This is an optimization exercise on Yosys and OpenROAD, whose aim is small area, not a production implementation. RTL that was checked went through simulation tests only; none was proved equivalent to the original. Power and IR drop assume default switching activity.

// bus_sniffer
module bus_sniffer (
  input  logic                clk_i,
  input  logic                rst_ni,
  input  logic                instr_req_i,
  input  sniffer_pkg::addr_t  instr_addr_i,
  input  sniffer_pkg::data_t  instr_wdata_i,
  input  sniffer_pkg::be_t    instr_be_i,
  input  logic                instr_we_i,
  input  logic                instr_rvalid_i,
  input  sniffer_pkg::data_t  instr_rdata_i,
  input  logic                instr_gnt_i,
  input  logic                data_req_i,
  input  sniffer_pkg::addr_t  data_addr_i,
  input  sniffer_pkg::data_t  data_wdata_i,
  input  sniffer_pkg::be_t    data_be_i,
  input  logic                data_we_i,
  input  logic                data_rvalid_i,
  input  sniffer_pkg::data_t  data_rdata_i,
  input  logic                data_gnt_i,
  output logic                sniffer_tdo_o,
  output logic                sniffer_valid_o
);
For scale: about 2,100 cells after synthesis, ~1,500 flip-flops, ~210 I/O pins.
Settings: LEC_CHECK=0, CAP_MARGIN=20, CORE_MARGIN=2, CORE_UTILIZATION=40, PLACE_DENSITY=0.6, SLEW_MARGIN=20; clock period 5.0 ns.
run.sh (not shown) runs the stock make flow with config.mk's settings and CLKGATE_MAP_FILE= SYNTH_SCRIPT=/design/flow/synth_recipe.tcl, a recipe that flattens the netlist after the stock synthesis.
The first run completed with no timing, DRC or antenna violations.
Edit:
==> flow/flow/run.sh (new file) <==
#!/bin/bash
# The standard layout (the standard.sh: standard synthesis, floorplan,
# power grid, placement, CTS, routing), with one placement option that the
# flow settings cannot reach: port buffers are the smallest buffer, buf_1,
# instead of the delay cell buffer_ports picks by default (every port still
# gets its own buffer)
# Each tool's output goes to the ORFS logs under orfs/logs/; make's own
# output is kept in flow_make.log here.
set -euo pipefail
cd "$(dirname "$0")/.."
export BUFFER_PORTS_ARGS="-buffer_cell sky130_fd_sc_hd__buf_1"
bash standard.sh finish > flow_make.log 2>&1
==> flow/standard.sh (new file) <==
#!/bin/bash
# synth_recipe.tcl (not shown) runs the flow's synth.tcl, then flattens the netlist and writes it again
# the make line also repeats each setting of config.mk as NAME=value (left out here)
make -C /OpenROAD-flow-scripts/flow DESIGN_CONFIG=/design/flow/config.mk WORK_HOME=/design/flow/orfs CLKGATE_MAP_FILE= SYNTH_SCRIPT=/design/flow/synth_recipe.tcl "${@:-finish}"
- CORE_UTILIZATION: 40 -> 65
- CTS_BUF_LIST: not set -> sky130_fd_sc_hd__clkbuf_4 sky130_fd_sc_hd__clkbuf_8
- CTS_CLUSTER_DIAMETER: not set -> 60
- CTS_CLUSTER_SIZE: not set -> 20
- PLACE_DENSITY: 0.6 -> 0.75
removed: flow/run.sh
After rerunning:
- combinational power went down by 27%
- hold slack improved by 0.20 ns
- power came out lower by 21%
- via count falls by 1.5%
- global-route usage increases by 5.6 points
Edit:
--- a/flow/flow/run.sh
+++ b/flow/flow/run.sh
@@ -9,4 +9,5 @@
 set -euo pipefail
 cd "$(dirname "$0")/.."
+export CTS_ARGS="-sink_clustering_enable -repair_clock_nets -dont_use_dummy_load -sink_clustering_size 20 -sink_clustering_max_diameter 60 -buf_list {sky130_fd_sc_hd__clkbuf_4 sky130_fd_sc_hd__clkbuf_8}"
 export BUFFER_PORTS_ARGS="-buffer_cell sky130_fd_sc_hd__buf_1"
 bash standard.sh finish > flow_make.log 2>&1
What happened: The new run passed the timing, design-rule and antenna checks. Die area does not change. Register-to-register slack is worse by 0.05 ns. Wire length shrinks by 1.7%. Clock skew grows by 0.048 ns. Synthesized area stays the same. Total power came out lower by about 4%. Cell area is lower by 0.91%. Count of clock-buffer cells in the layout shrinks by 23. Global-route usage came out lower by 0.32 points.
Edit:
==> flow/run.sh (new file) <==
#!/bin/bash
# synth_recipe.tcl (not shown) runs the flow's synth.tcl, then flattens the netlist and writes it again
# the make line also repeats each setting of config.mk as NAME=value (left out here)
make -C /OpenROAD-flow-scripts/flow DESIGN_CONFIG=/design/flow/config.mk WORK_HOME=/design/flow/orfs CLKGATE_MAP_FILE= SYNTH_SCRIPT=/design/flow/synth_recipe.tcl finish
removed: flow/flow/run.sh
removed: flow/standard.sh
The changed run passed the timing, design-rule and antenna checks.
Setup slack is worse by 0.037 ns.
Area after synthesis is unchanged.
Worst hold slack is worse by 0.20 ns.
Non-clock buffer count increases by 1.
Total power increases by about 3%.
Routed wire length decreases by about 0.8%.

* * *

Another version of the RTL of bus_sniffer (not shown whole).
Size: roughly 3700 cells after synthesis, roughly 1500 flip-flops, ~210 I/O pins, roughly 44000 sq um of cells after synthesis.
Settings: LEC_CHECK=0, CAP_MARGIN=20, CORE_MARGIN=2, CORE_UTILIZATION=72, CTS_BUF_LIST=sky130_fd_sc_hd__clkbuf_4 sky130_fd_sc_hd__clkbuf_8, CTS_CLUSTER_DIAMETER=60, CTS_CLUSTER_SIZE=20, PLACE_DENSITY=0.8, SLEW_MARGIN=20; clock period 5.0 ns.
standard.sh (not shown) runs the stock make flow with config.mk's settings and CLKGATE_MAP_FILE= SYNTH_SCRIPT=/design/flow/synth_recipe.tcl, a recipe that flattens the netlist after the stock synthesis.
==> flow/flow/run.sh <==
#!/bin/bash
# The standard layout (the standard.sh: standard synthesis, floorplan,
# power grid, placement, CTS, routing), with options the flow settings
# cannot reach:
#  - port buffers are the smallest buffer, buf_1, instead of the delay cell
#    buffer_ports picks by default (every port still gets its own buffer)
#  - CTS (same clustering and buffers as config.mk's CTS settings) without
#    dummy loads; the tree is still an H-tree balanced by CTS
# Each tool's output goes to the ORFS logs under orfs/logs/; make's own
# output is kept in flow_make.log here.
set -euo pipefail
cd "$(dirname "$0")/.."
export CTS_ARGS="-sink_clustering_enable -repair_clock_nets -dont_use_dummy_load -sink_clustering_size 11 -sink_clustering_max_diameter 40 -buf_list {sky130_fd_sc_hd__clkbuf_4}"
export BUFFER_PORTS_ARGS="-buffer_cell sky130_fd_sc_hd__buf_1"
bash standard.sh finish > flow_make.log 2>&1
The first run finished with timing, DRC and antenna clean.
Then changed:
--- a/flow/flow/run.sh
+++ b/flow/flow/run.sh
@@ -12,3 +12,3 @@
 cd "$(dirname "$0")/.."
-export CTS_ARGS="-sink_clustering_enable -repair_clock_nets -dont_use_dummy_load -sink_clustering_size 11 -sink_clustering_max_diameter 40 -buf_list {sky130_fd_sc_hd__clkbuf_4}"
+export CTS_ARGS="-sink_clustering_enable -repair_clock_nets -dont_use_dummy_load -sink_clustering_size 20 -sink_clustering_max_diameter 60 -buf_list {sky130_fd_sc_hd__clkbuf_4 sky130_fd_sc_hd__clkbuf_8}"
 export BUFFER_PORTS_ARGS="-buffer_cell sky130_fd_sc_hd__buf_1"
The new run produced a clean layout. Synthesized area stays the same. Utilization is about the same. Sequential power stays flat. Via count falls by 1.6%. Sequential share of layout area is about the same. Setup slack improves by 0.056 ns. Maximum frequency rises by about 1.5%. Synthesized cell count stays the same. Final cell count is lower by 1.8%. Global-route usage fell by 0.57 points.
Function was not checked in any run of this note: the RTL went through the layout flow alone.

* * *

bus_sniffer, a different RTL version from the one above (not shown whole).
Size in the first run: ~3900 cells after synthesis, about 210 I/O pins, roughly 48000 sq um of cells after synthesis.
clock: 5.0 ns
lec_check: 0
cap_margin: 20
core_margin: 2
core_utilization: 65
cts_buf_list: sky130_fd_sc_hd__clkbuf_4 sky130_fd_sc_hd__clkbuf_8
cts_cluster_diameter: 60
cts_cluster_size: 20
place_density: 0.75
slew_margin: 20
==> flow/flow/run.sh <==
#!/bin/bash
# The standard layout (the standard.sh: standard synthesis, floorplan,
# power grid, placement, CTS, routing), with options the flow settings
# cannot reach:
#  - port buffers are the smallest buffer, buf_1, instead of the delay cell
#    buffer_ports picks by default (every port still gets its own buffer)
#  - CTS (same clustering and buffers as config.mk's CTS settings) without
#    dummy loads; the tree is still an H-tree balanced by CTS
# Each tool's output goes to the ORFS logs under orfs/logs/; make's own
# output is kept in flow_make.log here.
set -euo pipefail
cd "$(dirname "$0")/.."
export CTS_ARGS="-sink_clustering_enable -repair_clock_nets -dont_use_dummy_load -sink_clustering_size 22 -sink_clustering_max_diameter 50 -buf_list {sky130_fd_sc_hd__clkbuf_8}"
export BUFFER_PORTS_ARGS="-buffer_cell sky130_fd_sc_hd__buf_1"
bash standard.sh finish > flow_make.log 2>&1
Then changed:
--- a/flow/flow/run.sh
+++ b/flow/flow/run.sh
@@ -11,5 +11,5 @@
 set -euo pipefail
 cd "$(dirname "$0")/.."
-export CTS_ARGS="-sink_clustering_enable -repair_clock_nets -dont_use_dummy_load -sink_clustering_size 22 -sink_clustering_max_diameter 50 -buf_list {sky130_fd_sc_hd__clkbuf_8}"
+export CTS_ARGS="-sink_clustering_enable -repair_clock_nets -dont_use_dummy_load -sink_clustering_size 20 -sink_clustering_max_diameter 60 -buf_list {sky130_fd_sc_hd__clkbuf_4 sky130_fd_sc_hd__clkbuf_8}"
 export BUFFER_PORTS_ARGS="-buffer_cell sky130_fd_sc_hd__buf_1"
 bash standard.sh finish > flow_make.log 2>&1
The new run finished with timing, DRC and antenna clean.
First-iteration DRC count came out lower slightly.
Fmax climbs by a few percent.
Die area does not change.
Power goes down slightly.
Synthesized area does not change.
Cell count drops slightly.
Cell area went down slightly.
Hold slack gains 0.011 ns.
Setup slack gains 0.20 ns.
Then changed:
--- a/flow/flow/run.sh
+++ b/flow/flow/run.sh
@@ -11,5 +11,5 @@
 set -euo pipefail
 cd "$(dirname "$0")/.."
-export CTS_ARGS="-sink_clustering_enable -repair_clock_nets -dont_use_dummy_load -sink_clustering_size 20 -sink_clustering_max_diameter 60 -buf_list {sky130_fd_sc_hd__clkbuf_4 sky130_fd_sc_hd__clkbuf_8}"
+export CTS_ARGS="-sink_clustering_enable -repair_clock_nets -dont_use_dummy_load -sink_clustering_size 32 -sink_clustering_max_diameter 60 -buf_list {sky130_fd_sc_hd__clkbuf_16}"
 export BUFFER_PORTS_ARGS="-buffer_cell sky130_fd_sc_hd__buf_1"
 bash standard.sh finish > flow_make.log 2>&1
After rerunning: The new run completed with no timing, DRC or antenna violations; hold slack is worse by 0.031 ns; sequential share of layout area drops by 0.72 points; non-clock buffer count does not change; utilization is higher by 0.84 points; area after synthesis does not change; via count goes up slightly; worst setup slack degrades by 0.067 ns; register-to-register slack got worse by 0.07 ns; cell area rose slightly; count of clock-buffer cells in the layout fell by 15; power grows by a few percent.
No run of this note included a check of the RTL's function; only the layout flow was run.

* * *

Another version of the RTL of bus_sniffer (not shown whole).
For scale: roughly 3,700 cells after synthesis, ~1,500 flip-flops, about 210 I/O pins, roughly 44,000 µm² of cells after synthesis.
// bus_sniffer
module bus_sniffer (
  input  logic                clk_i,
  input  logic                rst_ni,
  input  logic                instr_req_i,
  input  sniffer_pkg::addr_t  instr_addr_i,
  input  sniffer_pkg::data_t  instr_wdata_i,
  input  sniffer_pkg::be_t    instr_be_i,
  input  logic                instr_we_i,
  input  logic                instr_rvalid_i,
  input  sniffer_pkg::data_t  instr_rdata_i,
  input  logic                instr_gnt_i,
  input  logic                data_req_i,
  input  sniffer_pkg::addr_t  data_addr_i,
  input  sniffer_pkg::data_t  data_wdata_i,
  input  sniffer_pkg::be_t    data_be_i,
  input  logic                data_we_i,
  input  logic                data_rvalid_i,
  input  sniffer_pkg::data_t  data_rdata_i,
  input  logic                data_gnt_i,
  output logic                sniffer_tdo_o,
  output logic                sniffer_valid_o
);
  logic   push;
  sniffer_pkg::entry_t cap_entry;
  sniffer_pkg::ts_t    ts;
  logic   pop;
  logic   release_head;
  logic   load0;
  logic   release_head_next;
  logic   shift_head;
  logic   shift_head_next;
  logic   head_bit;
  logic   empty;
  sniffer_pkg::entry_t head_entry;
  event_capture u_capture (
    .clk_i     (clk_i),
    .rst_ni    (rst_ni),
    .instr_req_i(instr_req_i),
    .instr_addr_i(instr_addr_i),
    .instr_wdata_i(instr_wdata_i),
    .instr_be_i(instr_be_i),
    .instr_we_i(instr_we_i),
    .instr_rvalid_i(instr_rvalid_i),
    .instr_rdata_i(instr_rdata_i),
    .instr_gnt_i(instr_gnt_i),
    .data_req_i(data_req_i),
    .data_addr_i(data_addr_i),
    .data_wdata_i(data_wdata_i),
    .data_be_i (data_be_i),
    .data_we_i (data_we_i),
    .data_rvalid_i(data_rvalid_i),
    .data_rdata_i(data_rdata_i),
    .data_gnt_i(data_gnt_i),
    .load_i    (load0),
    .push_o    (push),
    .entry_o   (cap_entry),
    .ts_o      (ts)
  );
  frame_fifo #(
    .Depth (16)
  ) u_fifo (
    .clk_i   (clk_i),
    .rst_ni  (rst_ni),
    .push_i    (push),
    .entry_i   (cap_entry),
    .pop_i     (pop),
    .release_i (release_head),
    .release_next_i (release_head_next),
    .shift_i   (shift_head),
    .shift_next_i (shift_head_next),
    .load0_o   (load0),
    .head_o    (head_entry),
    .head_bit_o (head_bit),
  ...
Settings: LEC_CHECK=0, CAP_MARGIN=20, CORE_MARGIN=2, CORE_UTILIZATION=68, CTS_BUF_LIST=sky130_fd_sc_hd__clkbuf_4 sky130_fd_sc_hd__clkbuf_8, CTS_CLUSTER_DIAMETER=60, CTS_CLUSTER_SIZE=20, PLACE_DENSITY=0.82, SLEW_MARGIN=20; clock period 5.0 ns.
==> flow/flow/run.sh <==
#!/bin/bash
# The standard layout (the standard.sh: standard synthesis, floorplan,
# power grid, placement, CTS, routing), with options the flow settings
# cannot reach:
#  - port buffers are the smallest buffer, buf_1, instead of the delay cell
#    buffer_ports picks by default (every port still gets its own buffer)
#  - CTS (same clustering and buffers as config.mk's CTS settings) without
#    dummy loads; the tree is still an H-tree balanced by CTS
# Each tool's output goes to the ORFS logs under orfs/logs/; make's own
# output is kept in flow_make.log here.
set -euo pipefail
cd "$(dirname "$0")/.."
export CTS_ARGS="-sink_clustering_enable -repair_clock_nets -dont_use_dummy_load -sink_clustering_size 20 -sink_clustering_max_diameter 60 -buf_list {sky130_fd_sc_hd__clkbuf_4 sky130_fd_sc_hd__clkbuf_8}"
export BUFFER_PORTS_ARGS="-buffer_cell sky130_fd_sc_hd__buf_1"
bash standard.sh finish > flow_make.log 2>&1
The starting point finished clean.
Rerun with:
Settings changed: CORE_UTILIZATION 68 to 72, PLACE_DENSITY 0.82 to 0.8.
The new run finished with timing, DRC and antenna clean; utilization increases by 4.3 points; worst setup slack got worse by 0.36 ns; combinational power increases by about 1%; routed wire length decreases by 1.1%; sequential cell count does not change.
Rerun with:
Settings changed: CORE_UTILIZATION 72 to 76, PLACE_DENSITY 0.8 to 0.82.
Design area stays flat.
Global-route usage grows by 1.5 points.
Via count is about the same.

* * *

build 65:
Another version of the RTL of bus_sniffer (not shown whole).
Size: ~3,900 cells after synthesis, about 210 I/O pins.
// bus_sniffer
module bus_sniffer (
  input  logic                clk_i,
  input  logic                rst_ni,
  input  logic                instr_req_i,
  input  sniffer_pkg::addr_t  instr_addr_i,
  input  sniffer_pkg::data_t  instr_wdata_i,
  input  sniffer_pkg::be_t    instr_be_i,
  input  logic                instr_we_i,
  input  logic                instr_rvalid_i,
  input  sniffer_pkg::data_t  instr_rdata_i,
  input  logic                instr_gnt_i,
  input  logic                data_req_i,
  input  sniffer_pkg::addr_t  data_addr_i,
  input  sniffer_pkg::data_t  data_wdata_i,
  input  sniffer_pkg::be_t    data_be_i,
  input  logic                data_we_i,
  input  logic                data_rvalid_i,
  input  sniffer_pkg::data_t  data_rdata_i,
  input  logic                data_gnt_i,
  output logic                sniffer_tdo_o,
  output logic                sniffer_valid_o
);
Settings: LEC_CHECK=0, CAP_MARGIN=5, CORE_MARGIN=2, CORE_UTILIZATION=70, GPL_TIMING_DRIVEN=0, PLACE_DENSITY=0.8, SLEW_MARGIN=5; clock period 5.0 ns.
Scripts as last shown in full above: flow/flow/run.sh
Build 65 | stages: all done | timing, DRC, antenna: all pass
Inputs modified between build 65 and build 23:
-- flow/config.mk --
<<< build 65, line 8
export CAP_MARGIN = 5
>>> build 23, line 8
export CAP_MARGIN = 20
<<< build 65, line 10
export CORE_UTILIZATION = 70
export GPL_TIMING_DRIVEN = 0
>>> build 23, line 10
export CORE_UTILIZATION = 72
export CTS_BUF_LIST = sky130_fd_sc_hd__clkbuf_4 sky130_fd_sc_hd__clkbuf_8
export CTS_CLUSTER_DIAMETER = 60
export CTS_CLUSTER_SIZE = 20
<<< build 65, line 13
export SLEW_MARGIN = 5
>>> build 23, line 15
export SLEW_MARGIN = 20
[summary]
- Build 23: all stages complete, timing, DRC and antenna checks passed
- Going from build 65 to build 23, storage element area was more or less identical, ratio of final minimum period to clock period saw a decrease, total number of vias dropped 0.75%, switching share of power did not really move, core footprint shows a reduction of about 2.4%.
- As of build 23, multi-input logic area had risen slightly compared to build 65.
- Row final worst hold slack: build 23 higher / build 65 lower
- Lower pin count of the biggest net entering global routing among build 65 and build 23: build 65
Changes in build 18 relative to build 23:
-- flow/config.mk --
<<< build 23, line 10
export CORE_UTILIZATION = 72
>>> build 18, line 10
export CORE_UTILIZATION = 55
<<< build 23, line 14
export PLACE_DENSITY = 0.8
>>> build 18, line 14
export PLACE_DENSITY = 0.75
Notes after the runs:
Taking build 23 as the reference, in build 18 critical-path maximum fanout rose 77%, number of cell rows rose about 15%, I/O pin count about even, critical path depth rose 1, full die area rose 0.021 sq mm. [compare] base=build 23 new=build 18: cell area reported after detailed placement has increased, final setup slack of the worst path climbed 250 ps, last weighted congestion value of the routability-driven placer now sits lower, area of the core rose by about 30%.

afterwards: timing with drivers on the ports:
How much do the figures lean on ideal ports? The routed layouts below were timed once more, with nothing changed but the port constraints.
Step 1: set_driving_cell puts a clkbuf_16 on clk_i and a buf_2 on each other input, an assumption about the parent block.
Step 2 adds t to the input delays and takes it off the output delays; t is the mean of the earliest and latest rising clock arrival at the registers after step 1. Input paths then give back, and output paths get back, about the clock's delay inside the block.
a / b / c = ideal / step 1 / step 2; a / b = the first two.
| run | shift t [ns] | slack for setup (ns) | hold slack, ns | worst data-port slew with drivers (ns) | pins driven straight from the clock port |
|---|---|---|---|---|---|
| the first run of note 1 | 0.774 | 0.910 / 0.910 / 0.910 | 0.214 / 0.185 / 0.401 | 0.10 | 1 |
| the second run of note 1 | 0.770 | 1.028 / 1.028 / 1.028 | 0.412 / 0.384 / 0.412 | 0.04 | 1 |
| the third run of note 1 | 0.712 | 0.978 / 0.978 / 0.978 | 0.389 / 0.389 / 0.389 | 0.04 | 1 |
| the fourth run of note 1 | 0.762 | 0.942 / 0.942 / 0.942 | 0.193 / 0.157 / 0.404 | 0.09 | 1 |
| the first run of note 2 | 1.052 | 1.173 / 1.173 / 1.173 | 0.111 / 0.076 / 0.384 | 0.06 | 1 |
| the second run of note 2 | 0.740 | 1.229 / 1.229 / 1.229 | 0.391 / 0.391 / 0.391 | 0.06 | 1 |
| the first run of note 3 | 0.750 | 1.437 / 1.437 / 1.437 | 0.428 / 0.400 / 0.428 | 0.06 | 1 |
| the second run of note 3 | 0.738 | 1.635 / 1.635 / 1.474 | 0.438 / 0.410 / 0.443 | 0.06 | 1 |
| the third run of note 3 | 0.671 | 1.568 / 1.568 / 1.507 | 0.408 / 0.408 / 0.408 | 0.06 | 1 |
| the first run of note 4 | 0.752 | 1.332 / 1.332 / 1.332 | 0.325 / 0.286 / 0.410 | 0.07 | 1 |
| the second run of note 4 | 0.738 | 0.976 / 0.976 / 0.976 | 0.402 / 0.361 / 0.429 | 0.06 | 1 |
| the third run of note 4 | 0.748 | 0.983 / 0.983 / 0.983 | 0.406 / 0.372 / 0.415 | 0.07 | 1 |
| build 65 | 0.744 | 0.921 / 0.921 / 0.913 | 0.130 / 0.092 / 0.425 | 0.05 | 1 |
| build 23 | 0.738 | 1.096 / 1.096 / 1.096 | 0.252 / 0.220 / 0.454 | 0.08 | 1 |
| build 18 | 0.740 | 1.344 / 1.344 / 1.344 | 0.403 / 0.363 / 0.418 | 0.06 | 1 |
After both steps setup and hold are still met in every run listed. For the second run of note 3, which loses most, drivers alone change the setup slack by 0.000 ns; drivers and shift together by -0.161 ns.
